From an optimization exercise on the open Yosys and OpenROAD flow, aimed at small area; shortcuts taken in it are not production practice. In this exercise RTL edits were held to simulation tests only and were not proved equivalent to the original. Power figures rest on the tool's default switching activity, not on a simulated workload.

== exp/onyx ==
==> flow/design.v (excerpt) <==
module adc_rx_top (
  input  wire logic                          clk,
  input  wire logic                          rst_n,
  input  wire logic                          psel,
  input  wire logic                          penable,
  input  wire logic                          pwrite,
  input  wire logic [12-1:0] paddr,
  input  wire logic [31:0]                   pwdata,
  output logic      [31:0]                   prdata,
  output logic                               pready,
  output logic                               pslverr,
  input  wire logic                          s_valid,
  input  wire adc_rx_pkg::sample_t           s_data_0,
  input  wire adc_rx_pkg::sample_t           s_data_1,
  input  wire adc_rx_pkg::sample_t           s_data_2,
  input  wire adc_rx_pkg::sample_t           s_data_3,
  output logic                               m_valid,
  output adc_rx_pkg::word_t                  m_data,
  input  wire logic                          m_ready
);
  adc_rx_pkg::ch_mask_t ch_mask;
  logic                 offset_binary;
  logic                 run;
  logic                 cap_valid;
  logic [63:0]          cap_lanes;
  logic [3:0]           cap_land;
  logic [2:0]           cap_total;
  logic [1:0]           lvl_nxt;
  logic                 pk_done;
  logic [63:0]          pk_word;
  logic                 overflow;
  logic                 word_sent;
  adc_ctrl_regs regs_i (
    .clk           (clk),
    .rst_n         (rst_n),
    .psel          (psel),
    .penable       (penable),
    .pwrite        (pwrite),
    .paddr         (paddr),
    .pwdata        (pwdata),
    .overflow      (overflow),
    .word_sent     (word_sent),
  ...
For scale: roughly 1500 cells after synthesis, about 0.025 mm2 of cells after synthesis.
Settings: LEC_CHECK=0, CAP_MARGIN=20, CORE_MARGIN=2, CORE_UTILIZATION=72, SLEW_MARGIN=20, BUFFER_PORTS_ARGS=-buffer_cell sky130_fd_sc_hd__buf_1, CTS_ARGS=-sink_clustering_enable -repair_clock_nets -dont_use_dummy_load -buf_list sky130_fd_sc_hd__clkbuf_4 -sink_clustering_size 10 -sink_clustering_max_diameter 40; clock period 6.0 ns.
standard.sh (not shown) runs the stock make flow with config.mk's settings and CLKGATE_MAP_FILE= SYNTH_SCRIPT=/design/flow/synth_recipe.tcl, a recipe that flattens the netlist after the stock synthesis.
==> flow/flow/run.sh <==
#!/bin/bash
# The standard layout (standard.sh) with three changes to how it is made:
#  - synthesis is the standard flow's own script (synth_recipe.tcl) unchanged except that
#    ABC maps the logic with an area-oriented script (flow/abc_area.script);
#    registers are mapped before ABC runs, so they are the same as in the
#    standard synthesis;
#  - the port buffers are sky130_fd_sc_hd__buf_1 instead of the flow's
#    default pick;
#  - the clock tree uses clkbuf_4 buffers over sink clusters of up to 10, without
#    dummy loads.
# Logs: synth.log (synthesis), standard.log (every later step); the
# per-step logs stay under orfs/logs/.
set -euo pipefail
here=$(pwd)

cat >> "$FLOW_CONFIG" <<'CFG'
export BUFFER_PORTS_ARGS = -buffer_cell sky130_fd_sc_hd__buf_1
export CTS_ARGS = -sink_clustering_enable -repair_clock_nets -dont_use_dummy_load -buf_list sky130_fd_sc_hd__clkbuf_4 -sink_clustering_size 10 -sink_clustering_max_diameter 40
CFG

# Synthesis script: synth_recipe.tcl behind an abc wrapper that swaps the
# ABC script
{
  cat <<TCL
proc abc {args} {
  set i [lsearch \$args -script]
  if { \$i >= 0 } {
    set args [lreplace \$args [expr {\$i + 1}] [expr {\$i + 1}] $here/flow/abc_area.script]
  }
  yosys abc {*}\$args
}
TCL
  cat synth_recipe.tcl
} > synth_area.tcl

# standard.sh's make command, run for the synthesis step only with the
# script above
mk=$(grep '^make ' standard.sh)
mk=${mk//synth_recipe.tcl/synth_area.tcl}
mk=${mk%\"\$\{@:-finish\}\"}
eval "$mk synth" > synth.log 2>&1

# The rest of the standard flow; make keeps the synthesis above
bash standard.sh > standard.log 2>&1
==> flow/flow/abc_area.script <==
&get -n
&st
&syn2
&dch
&nf -a -R 1000
&st
&dch
&nf -a -R 1000
&put
topo
stime -c
> inputs changed (exp/onyx -> exp/quartz)
Settings: a change of CORE_UTILIZATION from 72 to 80.
Results
- Overall die area for exp/quartz: about 10% down relative to exp/onyx
- Going from exp/onyx to exp/quartz, non-clock buffer count moved down; via-per-instance ratio moved up; total iterations of the first detailed-routing run moved up; headroom to the max-slew limit moved down.
- Compared with exp/onyx, exp/quartz shows switching component of the power that has gone up slightly.
- In exp/quartz relative to exp/onyx, overall via count from detail_route had gone up by a few percent.
- Worst supply voltage drop on vdd: lower on exp/onyx
- Changes observed in exp/quartz relative to exp/onyx: finished layout cell area went down 0.39%; area occupied by multi-input gates barely changed.

==> afterwards: timing with drivers on the ports <==
No port has a modelled driver above. Below, the same layouts with a new extraction and two added sets of constraints.
Step 1 (the two cells are an assumption about what drives the block):
set clk [get_ports {clk}]
set_driving_cell -lib_cell sky130_fd_sc_hd__clkbuf_16 $clk
set_driving_cell -lib_cell sky130_fd_sc_hd__buf_2 [delete_from_list [all_inputs] $clk]
Step 2, shift: input delay + t, output delay - t, t = (earliest + latest rising clock arrival at the registers) / 2. This alone moves slack from input paths to output paths.
Three values: ideal, step 1, step 2; two values: the first two.
| run | shift t [ns] | setup slack, ns | worst hold slack (ns) | latest minus earliest clock arrival (ns) |
|---|---|---|---|---|
| exp/onyx | 0.803 | 0.497 / 0.497 / 0.429 | 0.410 / 0.410 / 0.410 | 0.067 / 0.067 |
| exp/quartz | 0.762 | 0.521 / 0.521 / 0.393 | 0.397 / 0.397 / 0.397 | 0.095 / 0.095 |
After both steps setup and hold are still met in every run listed. The setup slack of exp/quartz, which loses most, moves by 0.000 ns with the drivers and by -0.128 ns with both steps.
